What follows belongs to an exercise in optimizing a design on an open flow for small area; a production flow would make more cautious choices. In this exercise RTL edits were held to simulation tests only and were not proved equivalent to the original. Power figures rest on the tool's default switching activity, not on a simulated workload. The clock port is modelled as an ideal driver; clocking choices that lean on that would not hold on a real chip.

==> trial 98 <==
==> flow/design.v <==
module dense_1_feeder #(
  parameter int IN_W            = 32,
  parameter int OUT_W           = 128,
  parameter int WORDS_PER_FRAME = 8,
  parameter int GAP             = 64,
  parameter int DEPTH           = 16
) (
  input  logic             clk,
  input  logic             rst,
  input  logic             vld_in,
  input  logic [IN_W-1:0]  data_in,
  output logic             rdy_out,
  output logic             vld_out,
  output logic [OUT_W-1:0] data_out,
  output logic             last_out,
  output logic             ovf
);
  localparam int PACK    = OUT_W / IN_W;
  localparam int PACK_W  = (PACK > 1) ? $clog2(PACK) : 1;
  localparam int FRAME_W = (WORDS_PER_FRAME > 1) ? $clog2(WORDS_PER_FRAME) : 1;
  localparam int GAP_W   = $clog2(GAP);
  localparam int CNT_W   = $clog2(DEPTH) + 1;
  localparam int RING_N  = DEPTH - 1;
  localparam int POS_W   = $clog2(RING_N);
  localparam int TAP     = 4;
  localparam logic [POS_W:0] RING_NV = RING_N;
  logic [PACK_W-1:0]        pack_cnt;
  logic [GAP_W-1:0]         gap_cnt;
  logic [FRAME_W-1:0]       rd_idx;
  logic [CNT_W-1:0]         fifo_count;
  logic [RING_N-1:0][PACK-1:0][IN_W-1:0] ring_q;
  logic [RING_N-1:0][PACK-1:0][IN_W-1:0] ring;
  logic [POS_W-1:0]             r_pos;      
  logic [CNT_W-1:0]             n_slot;     
  logic [PACK-1:0][IN_W-1:0]    lb;
  logic [PACK-1:0]              lb_vld;
  logic [RING_N-1:0][POS_W-1:0] in_dist;    
  logic [PACK-1:0][CNT_W-1:0]   occ;        
  logic [PACK-1:0]              missing;    
  logic                         packing;
  logic [PACK-1:0][IN_W-1:0]    hd;
  logic [PACK-1:0]              hd_fill;
  logic                         hd_vld;
  logic               accept;
  logic               push;
  logic               pop;
  logic               bypass;
  logic               at_tap;
  logic [PACK-1:0]    tap_fill;
  logic [PACK-1:0]    fill_now;
  logic               release_hd;
  logic [PACK-1:0]    drop;
  logic [PACK-1:0]    beat_here;
  logic [RING_N-1:0][PACK-1:0] wr_here;
  logic [PACK-1:0]    wr_lane;
  logic [POS_W-1:0]   last_dist;
  logic               keep_last;
  assign rdy_out = !rst && (fifo_count < CNT_W'(DEPTH));
  assign accept  = vld_in && rdy_out;
  assign push    = accept && (pack_cnt == PACK_W'(PACK - 1));
  assign pop     = (fifo_count != '0) && (gap_cnt == '0);
  assign hd_vld  = &hd_fill;
  assign packing = (pack_cnt != '0);
  assign n_slot  = fifo_count - CNT_W'(hd_vld) + CNT_W'(packing);
  always_comb begin
    for (int j = 0; j < PACK; j++) begin
      missing[j] = packing && (pack_cnt <= PACK_W'(PACK - 1 - j));
      occ[j]     = n_slot - CNT_W'(lb_vld[j]) - CNT_W'(missing[j]);
    end
    for (int p = 0; p < RING_N; p++) begin
      logic [POS_W:0] back;
      back       = POS_W'(r_pos) + RING_NV - ((p + RING_N - 1) % RING_N);
      in_dist[p] = (back >= RING_NV) ? POS_W'(back - RING_NV) : back[POS_W-1:0];
    end
  end
  always_comb begin
    for (int j = 0; j < PACK; j++) begin
      beat_here[j] = accept && (pack_cnt == PACK_W'(PACK - 1 - j));
    end
  end
  assign bypass = (fifo_count == '0);
  assign at_tap = !hd_vld && (r_pos == POS_W'(RING_N - 1));
  always_comb begin
    for (int j = 0; j < PACK; j++) begin
      tap_fill[j] = at_tap && (occ[j] != '0);
      fill_now[j] = tap_fill[j] || (bypass && beat_here[j]);
    end
  end
  assign release_hd = !rst && !hd_vld && (&(hd_fill | fill_now));
  always_comb begin
    for (int j = 0; j < PACK; j++) begin
      drop[j] = release_hd && (occ[j] == '0);
    end
  end
  always_comb begin
    for (int j = 0; j < PACK; j++) begin
      wr_lane[j] = 1'b0;
      for (int p = 0; p < RING_N; p++) begin
        wr_here[p][j] = (p % TAP == 0) && !rst && lb_vld[j] && !drop[j] &&
                        (occ[j] == {1'b0, in_dist[p]});
        wr_lane[j] = wr_lane[j] | wr_here[p][j];
      end
    end
  end
  assign last_dist = in_dist[0];
  assign keep_last = !rst && !(release_hd && r_pos == POS_W'(RING_N - 1)) &&
                     ({1'b0, last_dist} < n_slot);
  always_comb begin
    for (int p = 0; p < RING_N; p++) begin
      ring[p] = ((p / TAP) % 2 == 1) ? ~ring_q[p] : ring_q[p];
    end
  end
  always_ff @(posedge clk) begin
    for (int j = 0; j < PACK; j++) begin
      for (int p = 0; p < RING_N; p++) begin
        if (p == 0) begin
          ring_q[p][j] <= (ring[RING_N-1][j] & {IN_W{keep_last}}) | (lb[j] & {IN_W{wr_here[p][j]}});
        end else if (p % TAP == 0) begin
          ring_q[p][j] <= (((p / TAP) % 2 == 1) ? ~(ring[p-1][j] | (lb[j] & {IN_W{wr_here[p][j]}}))
                                                :  (ring[p-1][j] | (lb[j] & {IN_W{wr_here[p][j]}})));
        end else begin
          ring_q[p][j] <= ring_q[p-1][j];
        end
      end
    end
  end
  always_ff @(posedge clk) begin
    for (int j = 0; j < PACK; j++) begin
      if (beat_here[j]) lb[j] <= data_in;
      if (bypass && beat_here[j]) begin
        hd[j] <= data_in;
      end else if (tap_fill[j]) begin
        hd[j] <= ring[RING_N-1][j];
      end
    end
  end
  always_ff @(posedge clk) begin
    if (rst) begin
      pack_cnt   <= '0;
      gap_cnt    <= '0;
      rd_idx     <= '0;
      fifo_count <= '0;
      r_pos      <= '0;
      lb_vld     <= '0;
      hd_fill    <= '0;
      vld_out    <= 1'b0;
      data_out   <= '0;
      last_out   <= 1'b0;
      ovf        <= 1'b0;
    end else begin
      if (vld_in && !rdy_out) begin
        ovf <= 1'b1;
      end
      if (accept) begin
        pack_cnt <= pack_cnt + 1'b1;
      end
      if (push && !pop) begin
        fifo_count <= fifo_count + 1'b1;
      end else if (pop && !push) begin
        fifo_count <= fifo_count - 1'b1;
      end
      if (pop) begin
        gap_cnt <= GAP_W'(GAP - 1);
      end else if (gap_cnt != '0) begin
        gap_cnt <= gap_cnt - 1'b1;
      end
      if (!release_hd) r_pos <= (r_pos == POS_W'(RING_N - 1)) ? '0 : r_pos + 1'b1;
      for (int j = 0; j < PACK; j++) begin
        if (beat_here[j] && !drop[j]) begin
          lb_vld[j] <= 1'b1;
        end else if (wr_lane[j] || drop[j]) begin
          lb_vld[j] <= 1'b0;
        end
      end
      if (pop) begin
        hd_fill <= '0;
      end else begin
        hd_fill <= hd_fill | fill_now;
      end
      vld_out <= pop;
      if (pop) begin
        rd_idx   <= rd_idx + 1'b1;
        data_out <= hd;
        last_out <= (rd_idx == FRAME_W'(WORDS_PER_FRAME - 1));
      end else begin
        last_out <= 1'b0;
      end
    end
  end
endmodule
==> flow/flow/run.sh <==
#!/bin/bash
set -euo pipefail
here=$PWD
res=$here/orfs/results/$FLOW_PLATFORM/dense_1_feeder/base

# 1. standard synthesis, up to the Yosys netlist
bash standard.sh $res/1_2_yosys.v > synth.log 2>&1

# re-map the combinational logic
mkdir -p remap
cp $res/1_2_yosys.v remap/in.v
cp $res/1_2_yosys.v remap/standard_1_2_yosys.v
export REMAP_LIB=$FLOW_HOME/platforms/$FLOW_PLATFORM/lib/sky130_fd_sc_hd__tt_025C_1v80.lib
YOSYS=${YOSYS_EXE:-$FLOW_HOME/../tools/install/yosys/bin/yosys}
(cd remap && $YOSYS -c $here/flow/remap.tcl) > remap.log 2>&1
cp remap/out.v $res/1_2_yosys.v
touch $res/1_2_yosys.v

# 2. the rest of the standard flow, with its own clock tree settings and
#    the smallest buffer on each port
export CTS_ARGS="-sink_clustering_enable -repair_clock_nets -dont_use_dummy_load -sink_clustering_size 30 -sink_clustering_max_diameter 90"
export BUFFER_PORTS_ARGS="-buffer_cell sky130_fd_sc_hd__buf_1"
bash standard.sh > layout.log 2>&1
==> flow/flow/remap.tcl <==
# Re-map the combinational logic of the standard synthesis netlist for
# area. Flip-flops (and tie cells) are kept as they are: same instances,
# names and cell types. Reads in.v, writes out.v in the current folder.
set lib $::env(REMAP_LIB)
yosys read_liberty -ignore_miss_func $lib
yosys read_verilog -sv in.v
yosys hierarchy -top $::env(FLOW_TOP)
yosys blackbox sky130_fd_sc_hd__conb_1 sky130_fd_sc_hd__dfbbn_1 sky130_fd_sc_hd__dfbbn_2 sky130_fd_sc_hd__dfbbp_1 sky130_fd_sc_hd__dfrbp_1 sky130_fd_sc_hd__dfrbp_2 sky130_fd_sc_hd__dfrtn_1 sky130_fd_sc_hd__dfrtp_1 sky130_fd_sc_hd__dfrtp_2 sky130_fd_sc_hd__dfrtp_4 sky130_fd_sc_hd__dfsbp_1 sky130_fd_sc_hd__dfsbp_2 sky130_fd_sc_hd__dfstp_1 sky130_fd_sc_hd__dfstp_2 sky130_fd_sc_hd__dfstp_4 sky130_fd_sc_hd__dfxbp_1 sky130_fd_sc_hd__dfxbp_2 sky130_fd_sc_hd__dfxtp_1 sky130_fd_sc_hd__dfxtp_2 sky130_fd_sc_hd__dfxtp_4 sky130_fd_sc_hd__dlclkp_1 sky130_fd_sc_hd__dlclkp_2 sky130_fd_sc_hd__dlclkp_4 sky130_fd_sc_hd__dlrbn_1 sky130_fd_sc_hd__dlrbn_2 sky130_fd_sc_hd__dlrbp_1 sky130_fd_sc_hd__dlrbp_2 sky130_fd_sc_hd__dlrtn_1 sky130_fd_sc_hd__dlrtn_2 sky130_fd_sc_hd__dlrtn_4 sky130_fd_sc_hd__dlrtp_1 sky130_fd_sc_hd__dlrtp_2 sky130_fd_sc_hd__dlrtp_4 sky130_fd_sc_hd__dlxbn_1 sky130_fd_sc_hd__dlxbn_2 sky130_fd_sc_hd__dlxbp_1 sky130_fd_sc_hd__dlxtn_1 sky130_fd_sc_hd__dlxtn_2 sky130_fd_sc_hd__dlxtn_4 sky130_fd_sc_hd__dlxtp_1 sky130_fd_sc_hd__dlygate4sd1_1 sky130_fd_sc_hd__dlygate4sd2_1 sky130_fd_sc_hd__dlygate4sd3_1 sky130_fd_sc_hd__dlymetal6s2s_1 sky130_fd_sc_hd__dlymetal6s4s_1 sky130_fd_sc_hd__dlymetal6s6s_1 sky130_fd_sc_hd__edfxbp_1 sky130_fd_sc_hd__edfxtp_1 sky130_fd_sc_hd__sdfbbn_1 sky130_fd_sc_hd__sdfbbn_2 sky130_fd_sc_hd__sdfbbp_1 sky130_fd_sc_hd__sdfrbp_1 sky130_fd_sc_hd__sdfrbp_2 sky130_fd_sc_hd__sdfrtn_1 sky130_fd_sc_hd__sdfrtp_1 sky130_fd_sc_hd__sdfrtp_2 sky130_fd_sc_hd__sdfrtp_4 sky130_fd_sc_hd__sdfsbp_1 sky130_fd_sc_hd__sdfsbp_2 sky130_fd_sc_hd__sdfstp_1 sky130_fd_sc_hd__sdfstp_2 sky130_fd_sc_hd__sdfstp_4 sky130_fd_sc_hd__sdfxbp_1 sky130_fd_sc_hd__sdfxbp_2 sky130_fd_sc_hd__sdfxtp_1 sky130_fd_sc_hd__sdfxtp_2 sky130_fd_sc_hd__sdfxtp_4
yosys flatten
yosys opt_clean -purge
yosys abc -liberty $lib -script "+strash;dc2;dch,-f;amap,-m;topo" -dont_use sky130_fd_sc_hd__lpflow_bleeder_1 -dont_use sky130_fd_sc_hd__lpflow_clkbufkapwr_1 -dont_use sky130_fd_sc_hd__lpflow_clkbufkapwr_16 -dont_use sky130_fd_sc_hd__lpflow_clkbufkapwr_2 -dont_use sky130_fd_sc_hd__lpflow_clkbufkapwr_4 -dont_use sky130_fd_sc_hd__lpflow_clkbufkapwr_8 -dont_use sky130_fd_sc_hd__lpflow_clkinvkapwr_1 -dont_use sky130_fd_sc_hd__lpflow_clkinvkapwr_16 -dont_use sky130_fd_sc_hd__lpflow_clkinvkapwr_2 -dont_use sky130_fd_sc_hd__lpflow_clkinvkapwr_4 -dont_use sky130_fd_sc_hd__lpflow_clkinvkapwr_8 -dont_use sky130_fd_sc_hd__lpflow_decapkapwr_12 -dont_use sky130_fd_sc_hd__lpflow_decapkapwr_3 -dont_use sky130_fd_sc_hd__lpflow_decapkapwr_4 -dont_use sky130_fd_sc_hd__lpflow_decapkapwr_6 -dont_use sky130_fd_sc_hd__lpflow_decapkapwr_8 -dont_use sky130_fd_sc_hd__lpflow_inputiso0n_1 -dont_use sky130_fd_sc_hd__lpflow_inputiso0p_1 -dont_use sky130_fd_sc_hd__lpflow_inputiso1n_1 -dont_use sky130_fd_sc_hd__lpflow_inputiso1p_1 -dont_use sky130_fd_sc_hd__lpflow_inputisolatch_1 -dont_use sky130_fd_sc_hd__lpflow_isobufsrc_1 -dont_use sky130_fd_sc_hd__lpflow_isobufsrc_16 -dont_use sky130_fd_sc_hd__lpflow_isobufsrc_2 -dont_use sky130_fd_sc_hd__lpflow_isobufsrc_4 -dont_use sky130_fd_sc_hd__lpflow_isobufsrc_8 -dont_use sky130_fd_sc_hd__lpflow_isobufsrckapwr_16 -dont_use sky130_fd_sc_hd__lpflow_lsbuf_lh_hl_isowell_tap_1 -dont_use sky130_fd_sc_hd__lpflow_lsbuf_lh_hl_isowell_tap_2 -dont_use sky130_fd_sc_hd__lpflow_lsbuf_lh_hl_isowell_tap_4 -dont_use sky130_fd_sc_hd__lpflow_lsbuf_lh_isowell_4 -dont_use sky130_fd_sc_hd__lpflow_lsbuf_lh_isowell_tap_1 -dont_use sky130_fd_sc_hd__lpflow_lsbuf_lh_isowell_tap_2 -dont_use sky130_fd_sc_hd__lpflow_lsbuf_lh_isowell_tap_4 -dont_use sky130_fd_sc_hd__probe_p_8 -dont_use sky130_fd_sc_hd__probec_p_8 
yosys opt_clean -purge
yosys hilomap -singleton -hicell sky130_fd_sc_hd__conb_1 HI -locell sky130_fd_sc_hd__conb_1 LO
yosys opt_clean -purge
yosys tee -o stat.txt stat -liberty $lib
yosys write_verilog -noattr -noexpr -nohex -nodec out.v
==> flow/standard.sh <==
#!/bin/bash
# synth_recipe.tcl (not shown) runs the flow's synth.tcl, then flattens the netlist and writes it again
# the make line also repeats each setting of config.mk as NAME=value (left out here)
make -C /OpenROAD-flow-scripts/flow DESIGN_CONFIG=/design/flow/config.mk WORK_HOME=/design/flow/orfs CLKGATE_MAP_FILE= SYNTH_SCRIPT=/design/flow/synth_recipe.tcl "${@:-finish}"
==> flow/config.mk <==
export PLATFORM = sky130hd
export DESIGN_NAME = dense_1_feeder
export DESIGN_NICKNAME = dense_1_feeder
export VERILOG_FILES = /design/flow/design.v
export SDC_FILE = /design/flow/constraint.sdc
export NUM_CORES = 4
export LEC_CHECK = 0
export ABC_AREA = 1
export CAP_MARGIN = 0
export CORE_MARGIN = 2
export CORE_UTILIZATION = 70
export PLACE_DENSITY = 0.9
export SLEW_MARGIN = 0
==> flow/constraint.sdc <==
create_clock -name core_clock -period 5.0 [get_ports {clk}]
set_input_delay 1.0000 -clock core_clock [delete_from_list [all_inputs] [get_ports {clk}]]
set_output_delay 1.0000 -clock core_clock [all_outputs]
set_load 0.01 [all_outputs]
==> inputs of trial 91, as changes to trial 98 <==
--- a/flow/flow/remap.tcl
+++ b/flow/flow/remap.tcl
@@ -6,5 +6,5 @@
 yosys read_verilog -sv in.v
 yosys hierarchy -top $::env(FLOW_TOP)
-yosys blackbox sky130_fd_sc_hd__conb_1 sky130_fd_sc_hd__dfbbn_1 sky130_fd_sc_hd__dfbbn_2 sky130_fd_sc_hd__dfbbp_1 sky130_fd_sc_hd__dfrbp_1 sky130_fd_sc_hd__dfrbp_2 sky130_fd_sc_hd__dfrtn_1 sky130_fd_sc_hd__dfrtp_1 sky130_fd_sc_hd__dfrtp_2 sky130_fd_sc_hd__dfrtp_4 sky130_fd_sc_hd__dfsbp_1 sky130_fd_sc_hd__dfsbp_2 sky130_fd_sc_hd__dfstp_1 sky130_fd_sc_hd__dfstp_2 sky130_fd_sc_hd__dfstp_4 sky130_fd_sc_hd__dfxbp_1 sky130_fd_sc_hd__dfxbp_2 sky130_fd_sc_hd__dfxtp_1 sky130_fd_sc_hd__dfxtp_2 sky130_fd_sc_hd__dfxtp_4 sky130_fd_sc_hd__dlclkp_1 sky130_fd_sc_hd__dlclkp_2 sky130_fd_sc_hd__dlclkp_4 sky130_fd_sc_hd__dlrbn_1 sky130_fd_sc_hd__dlrbn_2 sky130_fd_sc_hd__dlrbp_1 sky130_fd_sc_hd__dlrbp_2 sky130_fd_sc_hd__dlrtn_1 sky130_fd_sc_hd__dlrtn_2 sky130_fd_sc_hd__dlrtn_4 sky130_fd_sc_hd__dlrtp_1 sky130_fd_sc_hd__dlrtp_2 sky130_fd_sc_hd__dlrtp_4 sky130_fd_sc_hd__dlxbn_1 sky130_fd_sc_hd__dlxbn_2 sky130_fd_sc_hd__dlxbp_1 sky130_fd_sc_hd__dlxtn_1 sky130_fd_sc_hd__dlxtn_2 sky130_fd_sc_hd__dlxtn_4 sky130_fd_sc_hd__dlxtp_1 sky130_fd_sc_hd__dlygate4sd1_1 sky130_fd_sc_hd__dlygate4sd2_1 sky130_fd_sc_hd__dlygate4sd3_1 sky130_fd_sc_hd__dlymetal6s2s_1 sky130_fd_sc_hd__dlymetal6s4s_1 sky130_fd_sc_hd__dlymetal6s6s_1 sky130_fd_sc_hd__edfxbp_1 sky130_fd_sc_hd__edfxtp_1 sky130_fd_sc_hd__sdfbbn_1 sky130_fd_sc_hd__sdfbbn_2 sky130_fd_sc_hd__sdfbbp_1 sky130_fd_sc_hd__sdfrbp_1 sky130_fd_sc_hd__sdfrbp_2 sky130_fd_sc_hd__sdfrtn_1 sky130_fd_sc_hd__sdfrtp_1 sky130_fd_sc_hd__sdfrtp_2 sky130_fd_sc_hd__sdfrtp_4 sky130_fd_sc_hd__sdfsbp_1 sky130_fd_sc_hd__sdfsbp_2 sky130_fd_sc_hd__sdfstp_1 sky130_fd_sc_hd__sdfstp_2 sky130_fd_sc_hd__sdfstp_4 sky130_fd_sc_hd__sdfxbp_1 sky130_fd_sc_hd__sdfxbp_2 sky130_fd_sc_hd__sdfxtp_1 sky130_fd_sc_hd__sdfxtp_2 sky130_fd_sc_hd__sdfxtp_4
+yosys blackbox sky130_fd_sc_hd__conb_1 sky130_fd_sc_hd__dfbbn_1 sky130_fd_sc_hd__dfbbn_2 sky130_fd_sc_hd__dfbbp_1 sky130_fd_sc_hd__dfrbp_1 sky130_fd_sc_hd__dfrbp_2 sky130_fd_sc_hd__dfrtn_1 sky130_fd_sc_hd__dfrtp_1 sky130_fd_sc_hd__dfrtp_2 sky130_fd_sc_hd__dfrtp_4 sky130_fd_sc_hd__dfsbp_1 sky130_fd_sc_hd__dfsbp_2 sky130_fd_sc_hd__dfstp_1 sky130_fd_sc_hd__dfstp_2 sky130_fd_sc_hd__dfstp_4 sky130_fd_sc_hd__dfxbp_1 sky130_fd_sc_hd__dfxbp_2 sky130_fd_sc_hd__dfxtp_1 sky130_fd_sc_hd__dfxtp_2 sky130_fd_sc_hd__dfxtp_4 sky130_fd_sc_hd__dlclkp_1 sky130_fd_sc_hd__dlclkp_2 sky130_fd_sc_hd__dlclkp_4 sky130_fd_sc_hd__dlrbn_1 sky130_fd_sc_hd__dlrbn_2 sky130_fd_sc_hd__dlrbp_1 sky130_fd_sc_hd__dlrbp_2 sky130_fd_sc_hd__dlrtn_1 sky130_fd_sc_hd__dlrtn_2 sky130_fd_sc_hd__dlrtn_4 sky130_fd_sc_hd__dlrtp_1 sky130_fd_sc_hd__dlrtp_2 sky130_fd_sc_hd__dlrtp_4 sky130_fd_sc_hd__dlxbn_1 sky130_fd_sc_hd__dlxbn_2 sky130_fd_sc_hd__dlxbp_1 sky130_fd_sc_hd__dlxtn_1 sky130_fd_sc_hd__dlxtn_2 sky130_fd_sc_hd__dlxtn_4 sky130_fd_sc_hd__dlxtp_1 sky130_fd_sc_hd__dlygate4sd1_1 sky130_fd_sc_hd__dlygate4sd2_1 sky130_fd_sc_hd__dlygate4sd3_1 sky130_fd_sc_hd__dlymetal6s2s_1 sky130_fd_sc_hd__dlymetal6s4s_1 sky130_fd_sc_hd__dlymetal6s6s_1 sky130_fd_sc_hd__edfxbp_1 sky130_fd_sc_hd__edfxtp_1 sky130_fd_sc_hd__sdfbbn_1 sky130_fd_sc_hd__sdfbbn_2 sky130_fd_sc_hd__sdfbbp_1 sky130_fd_sc_hd__sdfrbp_1 sky130_fd_sc_hd__sdfrbp_2 sky130_fd_sc_hd__sdfrtn_1 sky130_fd_sc_hd__sdfrtp_1 sky130_fd_sc_hd__sdfrtp_2 sky130_fd_sc_hd__sdfrtp_4 sky130_fd_sc_hd__sdfsbp_1 sky130_fd_sc_hd__sdfsbp_2 sky130_fd_sc_hd__sdfstp_1 sky130_fd_sc_hd__sdfstp_2 sky130_fd_sc_hd__sdfstp_4 sky130_fd_sc_hd__sdfxbp_1 sky130_fd_sc_hd__sdfxbp_2 sky130_fd_sc_hd__sdfxtp_1 sky130_fd_sc_hd__sdfxtp_2 sky130_fd_sc_hd__sdfxtp_4 
 yosys flatten
 yosys opt_clean -purge
- PLACE_DENSITY: 0.9 -> 0.8
==> results_dict.tcl <==
set metrics [dict create \
    outcome "finished clean" \
    place_congestion 0.930 \
    n_fill_cell 4502 \
    crit_fanout 20 \
    pwr-share-seq 0.654 \
    vdd_drop_max_mv 0.359 \
    wl_met2_um 60100 \
]
# the run above: trial 91

==> results_dict.tcl <==
set metrics [dict create \
    crit_fanout 17 \
    layout.nets 4109 \
    tritoncts "done" \
    wl_met2_um 69400 \
    outcome "finished clean" \
    vdd_drop_max_mv 0.345 \
    n_fill_cell 3890 \
    cp-start-kind "register" \
    pwr-share-seq 0.649 \
    netlist_area_um2 57000 \
    place_congestion 0.962 \
]
# the run above: trial 98

## static timing again, ports no longer ideal
The results above use ideal ports. As a check the final layouts listed here were re-extracted and re-timed, cells and wires unchanged. Step 1, drivers: a clkbuf_16 drives clk and a buf_2 each remaining input, both assumed. Step 2 moves the port delays by t, midway between the first and last clock arrival at a register: inputs arrive t later, outputs are due t later. That takes back most of the time a late clock gives input paths. a / b / c = ideal ports / drivers / drivers and shift; a / b = the first two.
run | shift t [ns] | slack for setup (ns) | slew at the worst register clock pin (ns) | worst slew at a driven data input, ns | cell pins on the clock port's net
trial 98 | 0.726 | 0.255 / 0.255 / 0.255 | 0.12 / 0.12 | 0.11 | 1
trial 91 | 0.717 | 0.364 / 0.364 / 0.364 | 0.11 / 0.11 | 0.10 | 1
After both steps every run listed still meets setup and hold.
